Source: an optimization exercise on an open RTL-to-GDS flow (aim: small area and a short achievable clock period). Production flows keep margins and buffers that such runs may drop.
Where RTL was checked, it was by simulation tests only, not by an equivalence proof against the original.
No activity file was given, so power comes from the tool's default toggle rates.

==> module barrel_shifter, before the edit <==
module barrel_shifter (
    input  exec_pkg::word_t    value_i,
    input  logic [3:0]         sh_lo_i,
    input  logic [3:0]         sh_hi_i,
    input  logic               sh_16_i,
    input  exec_pkg::ctrl_t    ctrl_i,
    output exec_pkg::word_t    y_o
);
    localparam int W = 32;
    logic             fill;
    logic [W+2:0]     val_f;         
    logic [W+11:0]    sh_a_f;
    logic [W+15:0]    sh_b_f;
    exec_pkg::word_t  sh_a;          
    exec_pkg::word_t  sh_b;          
    exec_pkg::word_t  sh_c;          
    assign fill  = ctrl_i[9] & value_i[W-1];    
    assign val_f = {{3{fill}}, value_i};
    for (genvar i = 0; i < W; i++)
    begin : g_sh_a
        assign sh_a[i] = (sh_lo_i[0] & val_f[i])
                       | (sh_lo_i[1] & val_f[i + 1])
                       | (sh_lo_i[2] & val_f[i + 2])
                       | (sh_lo_i[3] & val_f[i + 3]);
    end
    assign sh_a_f = {{12{fill}}, sh_a};
    for (genvar i = 0; i < W; i++)
    begin : g_sh_b
        assign sh_b[i] = (sh_hi_i[0] & sh_a_f[i])
                       | (sh_hi_i[1] & sh_a_f[i + 4])
                       | (sh_hi_i[2] & sh_a_f[i + 8])
                       | (sh_hi_i[3] & sh_a_f[i + 12]);
    end
    assign sh_b_f = {{16{fill}}, sh_b};
    for (genvar i = 0; i < W; i++)
    begin : g_out
        assign sh_c[i] = sh_16_i ? sh_b_f[i + 16] : sh_b[i];
        assign y_o[i]  = (ctrl_i[7] & sh_c[i])
                       | (ctrl_i[8]  & sh_c[W-1-i]);
    end
endmodule
==> module operand_select, before the edit <==
module operand_select (
    input  logic               clk,
    input  logic               rst,
    input  logic               valid_i,
    input  exec_pkg::alu_op_t  alu_op_i,
    input  exec_pkg::src_a_t   src_a_i,
    input  exec_pkg::src_b_t   src_b_i,
    input  exec_pkg::fwd_t     fwd_a_i,
    input  exec_pkg::fwd_t     fwd_b_i,
    input  exec_pkg::fwd_t     fwd_st_i,
    input  logic               spc_clr_i,
    input  exec_pkg::word_t    rs_i,
    input  exec_pkg::word_t    rt_i,
    input  exec_pkg::word_t    ext_i,
    input  exec_pkg::word_t    pc_i,
    input  exec_pkg::word_t    fw_alu_i,
    input  exec_pkg::word_t    fw_mem_i,
    output logic               valid_o,
    output exec_pkg::ctrl_t    ctrl_o,
    output exec_pkg::word_t    p_o,         
    output exec_pkg::word_t    g_o,         
    output exec_pkg::word_t    store_o,
    output exec_pkg::word_t    spc_o,
    output logic [3:0]         sh_lo_o,     
    output logic [3:0]         sh_hi_o,     
    output logic               sh_16_o      
);
    exec_pkg::word_t st_fwd;
    exec_pkg::word_t link_addr;
    exec_pkg::word_t a_sel;
    exec_pkg::word_t b_sel;
    exec_pkg::ctrl_t ctrl;
    logic            zero_a;
    logic            zero_b;
    exec_pkg::word_t a_op;
    exec_pkg::word_t b_op;
    logic a_rs, a_fa, a_fm, a_link, a_ext, a_spc;
    logic b_rt, b_fa, b_fm, b_ext;
    logic s_rt, s_fa, s_fm;
    assign a_rs   = (src_a_i == exec_pkg::A_RS) & (fwd_a_i == exec_pkg::FWD_NONE);
    assign a_fa   = (src_a_i == exec_pkg::A_RS) & (fwd_a_i == exec_pkg::FWD_ALU);
    assign a_fm   = (src_a_i == exec_pkg::A_RS) & fwd_a_i[1];
    assign a_link = (src_a_i == exec_pkg::A_LINK);
    assign a_ext  = (src_a_i == exec_pkg::A_EXT);
    assign a_spc  = (src_a_i == exec_pkg::A_SPC);
    assign b_rt   = ~src_b_i[0] & (fwd_b_i == exec_pkg::FWD_NONE);
    assign b_fa   = ~src_b_i[0] & (fwd_b_i == exec_pkg::FWD_ALU);
    assign b_fm   = ~src_b_i[0] & fwd_b_i[1];
    assign b_ext  = src_b_i[0];
    assign s_rt   = (fwd_st_i == exec_pkg::FWD_NONE);
    assign s_fa   = (fwd_st_i == exec_pkg::FWD_ALU);
    assign s_fm   = fwd_st_i[1];
    exec_pkg::word_t carry;      
    assign carry[2:0] = 3'b100;
    for (genvar i = 3; i < 32; i++)
    begin : g_inc
        assign carry[i] = &pc_i[i-1:2];
    end
    assign link_addr = pc_i ^ carry;     
    assign a_sel = ({32{a_rs}}   & rs_i)
                 | ({32{a_fa}}   & fw_alu_i)
                 | ({32{a_fm}}   & fw_mem_i)
                 | ({32{a_link}} & link_addr)
                 | ({32{a_ext}}  & ext_i)
                 | ({32{a_spc}}  & spc_o);     
    assign b_sel = ({32{b_rt}}  & rt_i)
                 | ({32{b_fa}}  & fw_alu_i)
                 | ({32{b_fm}}  & fw_mem_i)
                 | ({32{b_ext}} & ext_i);
    assign st_fwd = ({32{s_rt}} & rt_i)
                  | ({32{s_fa}} & fw_alu_i)
                  | ({32{s_fm}} & fw_mem_i);
    always_comb
    begin
        ctrl = '0;
        case (alu_op_i)
            exec_pkg::ALU_PA,                                
            exec_pkg::ALU_PB,                                
            exec_pkg::ALU_XOR:  ctrl[1] = 1'b1;
            exec_pkg::ALU_ADD:  ctrl[3] = 1'b1;
            exec_pkg::ALU_SUB,
            exec_pkg::ALU_SUBU: begin ctrl[3] = 1'b1; ctrl[4] = 1'b1; end
            exec_pkg::ALU_OR:   begin ctrl[1] = 1'b1; ctrl[2] = 1'b1; end
            exec_pkg::ALU_AND:  ctrl[2] = 1'b1;
            exec_pkg::ALU_NOR:  ctrl[0] = 1'b1;
            exec_pkg::ALU_SLT:  begin ctrl[5] = 1'b1; ctrl[6] = 1'b1; ctrl[4] = 1'b1; end
            exec_pkg::ALU_SLTU: begin ctrl[5] = 1'b1; ctrl[4] = 1'b1; end
            exec_pkg::ALU_SLL:  ctrl[8] = 1'b1;
            exec_pkg::ALU_SRL:  ctrl[7] = 1'b1;
            exec_pkg::ALU_SRA:  begin ctrl[7] = 1'b1; ctrl[9] = 1'b1; end
            default: ;           
        endcase
    end
    exec_pkg::word_t b_rev;
    for (genvar i = 0; i < 32; i++)
    begin : g_rev
        assign b_rev[i] = ctrl[8] ? b_sel[32-1-i] : b_sel[i];
    end
    assign zero_a = (alu_op_i == exec_pkg::ALU_PB) | ctrl[8] | ctrl[7];
    assign zero_b = (alu_op_i == exec_pkg::ALU_PA);
    assign a_op   = a_sel & {32{~zero_a}};
    assign b_op   = (b_rev & {32{~zero_b}}) ^ {32{ctrl[4]}};
    always_ff @(posedge clk)
    begin
        if (!rst)
            spc_o <= '0;
        else if (spc_clr_i)
            spc_o <= '0;
        else if (valid_i)
            spc_o <= pc_i;
    end
    always_ff @(posedge clk)
    begin
        if (!rst)
            valid_o <= 1'b0;
        else
            valid_o <= valid_i;
    end
    always_ff @(posedge clk)
    begin
        ctrl_o  <= ctrl;
        p_o     <= a_op ^ b_op;
        g_o     <= a_op & b_op;
        sh_lo_o <= 4'b0001 << a_sel[1:0];
        sh_hi_o <= 4'b0001 << a_sel[3:2];
        sh_16_o <= a_sel[4];
        store_o <= st_fwd;
    end
endmodule
export LEC_CHECK = 0
export CAP_MARGIN = 20
export CORE_MARGIN = 2
export CORE_UTILIZATION = 50
export CTS_BUF_LIST = sky130_fd_sc_hd__clkbuf_8
export CTS_CLUSTER_DIAMETER = 60
export CTS_CLUSTER_SIZE = 20
export SETUP_SLACK_MARGIN = 1.9
export SLEW_MARGIN = 20
create_clock -name core_clock -period 4.5 [get_ports {clk}]
standard.sh (not shown) runs the stock make flow with config.mk's settings and CLKGATE_MAP_FILE= SYNTH_SCRIPT=/design/flow/synth_recipe.tcl, a recipe that flattens the netlist after the stock synthesis.
==> flow/flow/run.sh <==
#!/bin/bash
# The standard layout with two changes:
#  - Yosys's ABC step maps for area with the script in flow/area.abc
#    (registers, their names and cell types are untouched)
#  - no full/half adder cell extraction (ADDER_MAP_FILE empty)
#  - the resizer may swap cells of any footprint (MATCH_CELL_FOOTPRINT=0)
#  - every port gets the smallest buffer, sky130_fd_sc_hd__buf_1
# Each tool's output goes to a log file in this folder.
set -euo pipefail
HERE=$(pwd)

# synthesis script: the standard flow's, with the ABC script swapped
sed -e 's#^source \$::env(SCRIPTS_DIR)/synth_preamble.tcl$#&\nset abc_args [lreplace $abc_args 1 1 $::env(MY_ABC_SCRIPT)]#' \
    "$FLOW_HOME/scripts/synth.tcl" > my_synth_body.tcl
grep -q MY_ABC_SCRIPT my_synth_body.tcl
sed -e "s#^source \$::env(SCRIPTS_DIR)/synth.tcl\$#source $HERE/my_synth_body.tcl#" \
    synth_recipe.tcl > my_synth_recipe.tcl
grep -q my_synth_body my_synth_recipe.tcl

sed -e "s#SYNTH_SCRIPT=[^ ]*#SYNTH_SCRIPT=$HERE/my_synth_recipe.tcl MATCH_CELL_FOOTPRINT=0#" standard.sh > my_standard.sh
grep -q my_synth_recipe my_standard.sh

export MY_ABC_SCRIPT="$FLOW_HOME/scripts/abc_speed.script"
export BUFFER_PORTS_ARGS="-buffer_cell sky130_fd_sc_hd__buf_1"
export ADDER_MAP_FILE=""
bash my_standard.sh > flow.log 2>&1
Change:
--- a/flow/design.v
+++ b/flow/design.v
@@ -108,11 +108,16 @@
     logic [W+15:0]    sh_b_f;
     exec_pkg::word_t  sh_a;          
     exec_pkg::word_t  sh_b;          
     exec_pkg::word_t  sh_c;          
     assign fill  = ctrl_i[9] & value_i[W-1];    
-    assign val_f = {{3{fill}}, value_i};
+    exec_pkg::word_t  value_r;       
+    for (genvar i = 0; i < W; i++)
+    begin : g_rev
+        assign value_r[i] = ctrl_i[8] ? value_i[W-1-i] : value_i[i];
+    end
+    assign val_f = {{3{fill}}, value_r};
     for (genvar i = 0; i < W; i++)
     begin : g_sh_a
         assign sh_a[i] = (sh_lo_i[0] & val_f[i])
                        | (sh_lo_i[1] & val_f[i + 1])
                        | (sh_lo_i[2] & val_f[i + 2])
@@ -225,19 +230,14 @@
             exec_pkg::ALU_SRL:  ctrl[7] = 1'b1;
             exec_pkg::ALU_SRA:  begin ctrl[7] = 1'b1; ctrl[9] = 1'b1; end
             default: ;           
         endcase
     end
-    exec_pkg::word_t b_rev;
-    for (genvar i = 0; i < 32; i++)
-    begin : g_rev
-        assign b_rev[i] = ctrl[8] ? b_sel[32-1-i] : b_sel[i];
-    end
     assign zero_a = (alu_op_i == exec_pkg::ALU_PB) | ctrl[8] | ctrl[7];
     assign zero_b = (alu_op_i == exec_pkg::ALU_PA);
     assign a_op   = a_sel & {32{~zero_a}};
-    assign b_op   = (b_rev & {32{~zero_b}}) ^ {32{ctrl[4]}};
+    assign b_op   = (b_sel & {32{~zero_b}}) ^ {32{ctrl[4]}};
     always_ff @(posedge clk)
     begin
         if (!rst)
             spc_o <= '0;
         else if (spc_clr_i)
What happened:
- total power increases by a few percent
- non-clock buffer count rose by 24
- utilization climbs by 2.2 points
- global-route usage is higher by 0.90 points
- cell count drops by a few percent
- flip-flop and latch count is unchanged
- first-iteration DRC count fell by a few percent
- sequential power goes down by a few percent
Function not checked in the second run of this note: the RTL went through the layout flow alone.

## separate check: timing with driven ports
How much do the figures lean on ideal ports? The routed layouts below were timed once more, with nothing changed but the port constraints.
Step 1 (the two cells are an assumption about what drives the block):
set clk [get_ports {clk}]
set_driving_cell -lib_cell sky130_fd_sc_hd__clkbuf_16 $clk
set_driving_cell -lib_cell sky130_fd_sc_hd__buf_2 [delete_from_list [all_inputs] $clk]
Step 2 moves the port delays by t, midway between the first and last clock arrival at a register: inputs arrive t later, outputs are due t later. That takes back most of the time a late clock gives input paths.
Slacks: no drivers / after step 1 / after step 2; pairs: no drivers / after step 1.
run | shift t [ns] | setup slack, ns | worst setup path after step 2 | cell pins on the clock port's net
the first run | 0.607 | 1.911 / 1.930 / 1.324 | input to register | 1
the second run | 0.621 | 1.814 / 1.814 / 1.318 | input to register | 1
After both steps every run listed still meets setup and hold. For the first run, which loses most, drivers alone change the setup slack by +0.019 ns; drivers and shift together by -0.587 ns.
